This design comes from an exercise in tuning for small area, a short achievable clock period and few clock cycles per item on the open sky130 flow, not from production work.
Function was checked by simulation only, so behaviour that the tests miss may differ from the original.
Power and IR drop assume default switching activity.

<file path="flow/run.sh">
#!/bin/bash
# synth_recipe.tcl (not shown) runs the flow's synth.tcl, then flattens the netlist and writes it again
# the make line also repeats each setting of config.mk as NAME=value (left out here)
make -C /OpenROAD-flow-scripts/flow DESIGN_CONFIG=/design/flow/config.mk WORK_HOME=/design/flow/orfs CLKGATE_MAP_FILE= SYNTH_SCRIPT=/design/flow/synth_recipe.tcl finish
</file>
<file path="flow/config.mk">
export PLATFORM = sky130hd
export DESIGN_NAME = bit_rev_reorder
export DESIGN_NICKNAME = bit_rev_reorder
export VERILOG_FILES = /design/flow/design.v
export SDC_FILE = /design/flow/constraint.sdc
export NUM_CORES = 4
export LEC_CHECK = 0
export CAP_MARGIN = 20
export CORE_MARGIN = 2
export CORE_UTILIZATION = 45
export SLEW_MARGIN = 20
</file>
<file path="flow/constraint.sdc">
create_clock -name core_clock -period 5.0 [get_ports {Clk}]
set_input_delay 1.0000 -clock core_clock [delete_from_list [all_inputs] [get_ports {Clk}]]
set_output_delay 1.0000 -clock core_clock [all_outputs]
set_load 0.01 [all_outputs]
</file>
<file path="flow/design.v">
module bit_rev_reorder #(
    parameter int LOG2N  = 7,
    parameter int DATA_W = 16
) (
    input  logic              Clk,
    input  logic              reset,
    input  logic              start,
    input  logic              in_valid,
    input  logic [DATA_W-1:0] in_re,
    input  logic [DATA_W-1:0] in_im,
    output logic              out_valid,
    output logic [DATA_W-1:0] out_re,
    output logic [DATA_W-1:0] out_im,
    output logic [LOG2N-1:0]  out_index,
    output logic              busy,
    output logic              tc
);
    localparam int N = 1 << LOG2N;
    typedef enum logic [1:0] {
        S_IDLE,
        S_LOAD,
        S_DRAIN,
        S_DONE
    } state_t;
    state_t              r_state;
    state_t              w_next;
    logic [LOG2N-1:0]    r_wr_cnt;
    logic [LOG2N-1:0]    r_rd_cnt;
    logic [LOG2N-1:0]    w_rev;
    logic [LOG2N-1:0]    w_rd_addr;
    logic                w_last_wr;
    logic                w_last_rd;
    logic [2*DATA_W-1:0] r_mem [N];
    assign w_last_wr = &r_wr_cnt;
    assign w_last_rd = &r_rd_cnt;
    always_comb begin
        w_rev = '0;
        for (int i = 0; i < LOG2N; i++) begin
            w_rev[i] = r_rd_cnt[LOG2N-1-i];
        end
    end
    assign w_rd_addr = w_rev;
    always_ff @(posedge Clk or posedge reset) begin
        if (reset) begin
            r_state <= S_IDLE;
        end else begin
            r_state <= w_next;
        end
    end
    always_comb begin
        w_next = r_state;
        case (r_state)
            S_IDLE:  if (start) w_next = S_LOAD;
            S_LOAD:  if (in_valid && w_last_wr) w_next = S_DRAIN;
            S_DRAIN: if (w_last_rd) w_next = S_DONE;
            S_DONE:  w_next = S_IDLE;
            default: w_next = S_IDLE;
        endcase
    end
    always_ff @(posedge Clk or posedge reset) begin
        if (reset) begin
            r_wr_cnt <= '0;
            r_rd_cnt <= '0;
        end else begin
            case (r_state)
                S_IDLE: begin
                    if (start) r_wr_cnt <= '0;
                end
                S_LOAD: begin
                    if (in_valid) begin
                        r_wr_cnt <= r_wr_cnt + LOG2N'(1);
                        if (w_last_wr) r_rd_cnt <= '0;
                    end
                end
                S_DRAIN: begin
                    r_rd_cnt <= r_rd_cnt + LOG2N'(1);
                end
                default: ;
            endcase
        end
    end
    always_ff @(posedge Clk) begin
        if (r_state == S_LOAD && in_valid) begin
            r_mem[r_wr_cnt] <= {in_re, in_im};
        end
    end
    always_ff @(posedge Clk or posedge reset) begin
        if (reset) begin
            out_valid <= 1'b0;
            out_re    <= '0;
            out_im    <= '0;
            out_index <= '0;
            busy      <= 1'b0;
            tc        <= 1'b0;
        end else begin
            out_valid <= (r_state == S_DRAIN);
            tc        <= (r_state == S_DRAIN) && w_last_rd;
            busy      <= (w_next != S_IDLE);
            if (r_state == S_DRAIN) begin
                out_index         <= r_rd_cnt;
                {out_re, out_im}  <= r_mem[w_rd_addr];
            end
        end
    end
endmodule
</file>
==> impl_metrics.csv <==
group,metric,value,unit
run_status,outcome,"complete, no violations",
power_and_ir_drop,power.density,396,mW/mm²
yosys,yosysTopAreaCell,"edfxtp_1",
yosys,ys.flop_type,"edfxtp_1",
layout,final_cell_count_no_fill,12388,
setup_path,reg2reg_slack,0.84,ns
routing,drc,0,
setup_path,critPathBufInv,4,
setup_path,reg2regPathDepth,10,
cts,cts_hold_buf,0,
yosys,yosysSeqAreaShare,78.6,%
placement,dpl_cell_area,0.168,mm²
placement,port-buffer-count,77,
floorplanning,die_h,597,µm
timing,worst_slew_pin_slew,1.17,ns
layout,multi_input_area,0.0331,mm²
grt,antenna_found_initial,19,
yosys,ys.warnings.count,1,
layout,drive_above_1_share,27.7,%
placement,gp_congestion,0.879,
timing,finalMaxSlewViolations,0,
routing,via_per_inst,6.14,
cts,root_buffer,"clkbuf_16",
min_path,hold_end,"r_mem[22][16]$_DFFE_PP_",
timing,clock.fmax,0.241,GHz
layout,area_delta_synth_final,14.5,%
timing,setup_tns,0,ns
min_path,hold_class,"input pin to flop",
grt,grt_start_max_net_pins,129,
setup_path,path_cells,"buf_12 -> buf_12 -> buf_4 -> mux2i_1 -> a22oi_1 -> a31oi_1 -> o21ai_0 -> o211ai_1 -> buf_4 -> nand4_1",
layout,nets,7484,
grt,grt_pass1_wl,596,mm
floorplanning,std_cell_rows,217,
setup_path,cpPeakStageDelay,0.76,ns
setup_path,cp_top_family,"compound AO/OA/AOI/OAI gates",
setup_path,r2r-end,"out_im[10]$_DFFE_PP0P_",
power_and_ir_drop,irDropWorstVdd,0.324,mV
cts,postCtsSetupRepairBufs,0,
layout,fillCellCount,26882,
setup_path,start_kind,"flop",
floorplanning,dieArea,0.357,mm²
setup_path,crit_fanout,28,
timing,fin_crit_sh,83.1,%
yosys,synth_area,0.158,mm²
cts,cts_tree,"built",
min_path,whs_path_depth,1,
yosys,synth_enable_flop_cells,4096,
routing,drt_iter0_drc,10052,
setup_path,worstSetupStartpoint,"r_rd_cnt[6]$_DFFE_PP0P_",
routing,wl_per_cell,34.7,µm
yosys,syn-instance-count,6942,
floorplanning,coreArea,0.350,mm²
timing,hold_viol_final,0,
layout,regArea,0.124,mm²
timing,skew,0.0449,ns
floorplanning,ioPinCount,78,
yosys,synth_common_cells,"edfxtp_1 (4,096), mux4_2 (962), mux2i_1 (463)",
routing,ant_nets,0,
routing,drt-total-wl,430,mm
setup_path,reg2reg_from,"r_rd_cnt[6]$_DFFE_PP0P_",
placement,placed_cells,11630,
setup_path,crit_type,"flop to flop",
floorplanning,die_w,597,µm
setup_path,crit_slowest_cell,"o211ai_1",
floorplanning,initial_core_util,45.3,%
yosys,async_flop_share,1.40,%
yosys,syn-num-nets,6980,
grt,grtUsageTotal,23.9,%
setup_path,crit_arrival,4.98,ns
power_and_ir_drop,power.leakage,58.3,nW
cts,clkLatencyLatePin,0.98,ns
cts,cts_sinks,4154,
cts,clk_path_buf_depth,4,
timing,setup_viol_count_final,0,
setup_path,required,5.83,ns
setup_path,crit_path_end_kind,"flop",
layout,design_area,0.181,mm²
placement,dp_hpwl,257,mm
cts,h-tree-depth,5,
timing,fin_crit,4.16,ns
cts,ctsResizeCount,0,
yosys,yosysMostFrequentCell,"edfxtp_1",
routing,vias,76021,
yosys,ys_seq_elements,4154,
timing,grt_setup_unrepaired,"false",
min_path,min-delay-start,"in_re[0]",
yosys,yosysTopAreaCellShare,77.7,%
grt,grt_pass1_vias,75051,
yosys,yosys-top-cells-area,"edfxtp_1 (78%), mux4_2 (14%), mux2i_1 (2.9%), a22oi_1 (1.0%), dfrtp_1 (0.92%)",
cts,cts.clk_slew.worst_paths,0.06,ns
grt,grt.overflow.total,0,
flow_run,cap_viol_max_count,0,
cts,cts_buffers,410,
yosys,syn_avg_cell_area,22.8,µm²
timing,relSlewSlack,22.1,%
yosys,yosysUniqueCellTypes,46,
routing,firstDrtPassIters,6,
## per-stage QoR
| step | utilization, % | power, mW | setup WS [ns] | hold WS (ns) |
|---|---|---|---|---|
| CTS | 51.8 | 72.2 | 0.965 | 0.400 |
| global placement | 48.0 | 41.5 | 0.431 | 0.461 |
| finish | 51.8 | 71.8 | 0.844 | 0.464 |
| global route | 51.8 | 73.6 | 0.864 | 0.466 |
| floorplan | - | 40.1 | 1.31 | 0.514 |
| detailed placement | 48.0 | 41.6 | 0.424 | 0.471 |
## report_power, final
part | internal [mW] | total (mW) | leakage, nW | switching (mW)
clock | 17.9 | 30.9 | 6.52 | 13.0
sequential | 38.8 | 38.9 | 37.6 | 0.131
combinational | 0.327 | 1.93 | 14.2 | 1.60
## how the worst max path moves through the flow
stage | slack (ns) | endpoint | depth (start not counted)
floorplan | 1.31 | r_mem[127][0]$_DFFE_PP_ | 5
global placement | 0.43 | r_mem[88][0]$_DFFE_PP_ | 7
detailed placement | 0.42 | r_mem[88][25]$_DFFE_PP_ | 7
CTS | 0.96 | out_im[11]$_DFFE_PP0P_ | 9
global route | 0.86 | out_im[10]$_DFFE_PP0P_ | 10
finish | 0.84 | out_im[10]$_DFFE_PP0P_ | 10
## routing by layer
metal / global-route usage, % / vias to the layer above / part of all wire (%)
met1: 34.0 / 41339 / 41
met2: 37.6 / 3483 / 47
li1: - / 30635 / -
met5: 0 / - / 0.0074
met4: 8.42 / 6 / 3.9
met3: 3.98 / 558 / 8.1
## cells by family (layout without fill, tap and decap cells)
family / count (synthesis) / in the layout / share of synthesized area [%]
fa+ha+maj: 2 / 2 / 0.0158
xor+xnor: 7 / 7 / 0.0387
simple gates: 400 / 400 / 1.10
mux: 1435 / 1435 / 16.7
buf+inv: 394 / 1233 / 1.21
compound gates: 550 / 550 / 2.37
other cells: 0 / 8 / 0
flops: 4154 / 4154 / 78.6
## placed cells by master (no fill, tap or decap), drive strengths merged, types with 83 or more instances in the layout
master	instances
mux2i	463
mux4	962
buf	435
clkinv	173
edfxtp	4096
nand2	111
nor2	165
a21oi	83
o21ai	92
clkbuf	495
a22oi	215
## cell type report
| type | count | area share, % |
|---|---|---|
| well taps | 4599 | 3.17 |
| diodes | 8 | 0.0110 |
| flip-flops and latches | 4154 | 68.7 |
| clock buffers | 495 | 5.93 |
| repair buffers | 480 | 2.52 |
| clock inverters | 252 | 1.45 |
| multi-input cells | 2394 | 18.2 |
| inverters | 6 | 0.0179 |
## registers in the layout, summed over array words and instances, names as in the netlist
register   cells
busy           1
r_rd_cnt       7
out_im        16
r_mem       4096
out_valid      1
out_re        16
r_wr_cnt       7
out_index      7
r_state        2
tc             1
Testbench counts, summed over its fixed seeds: cycles 33,016, frames 128.

[afterwards: timing with drivers on the ports]
Ports are ideal in the flow. The routed layout listed here was re-timed in OpenROAD. Step 1: set_driving_cell puts a clkbuf_16 on Clk and a buf_2 on each other input, an assumption about the parent block. Step 2 times the ports against the registers' clock, not the clock port: input delays grow and output delays shrink by t, the midpoint of the rising clock arrivals with the driver on. Slacks: ideal ports / drivers / drivers and shift; pairs: ideal ports / drivers.
t (ns): 1.058
setup WS [ns]: 0.844 / 0.844 / 0.462
clock arrival spread, ns: 0.051 / 0.051
worst data-port slew with drivers (ns): 0.18
pins driven straight from the clock port: 1
After both steps setup and hold are still met in this run. The setup slack of this run moves by 0.000 ns with the drivers and by -0.382 ns with both steps.
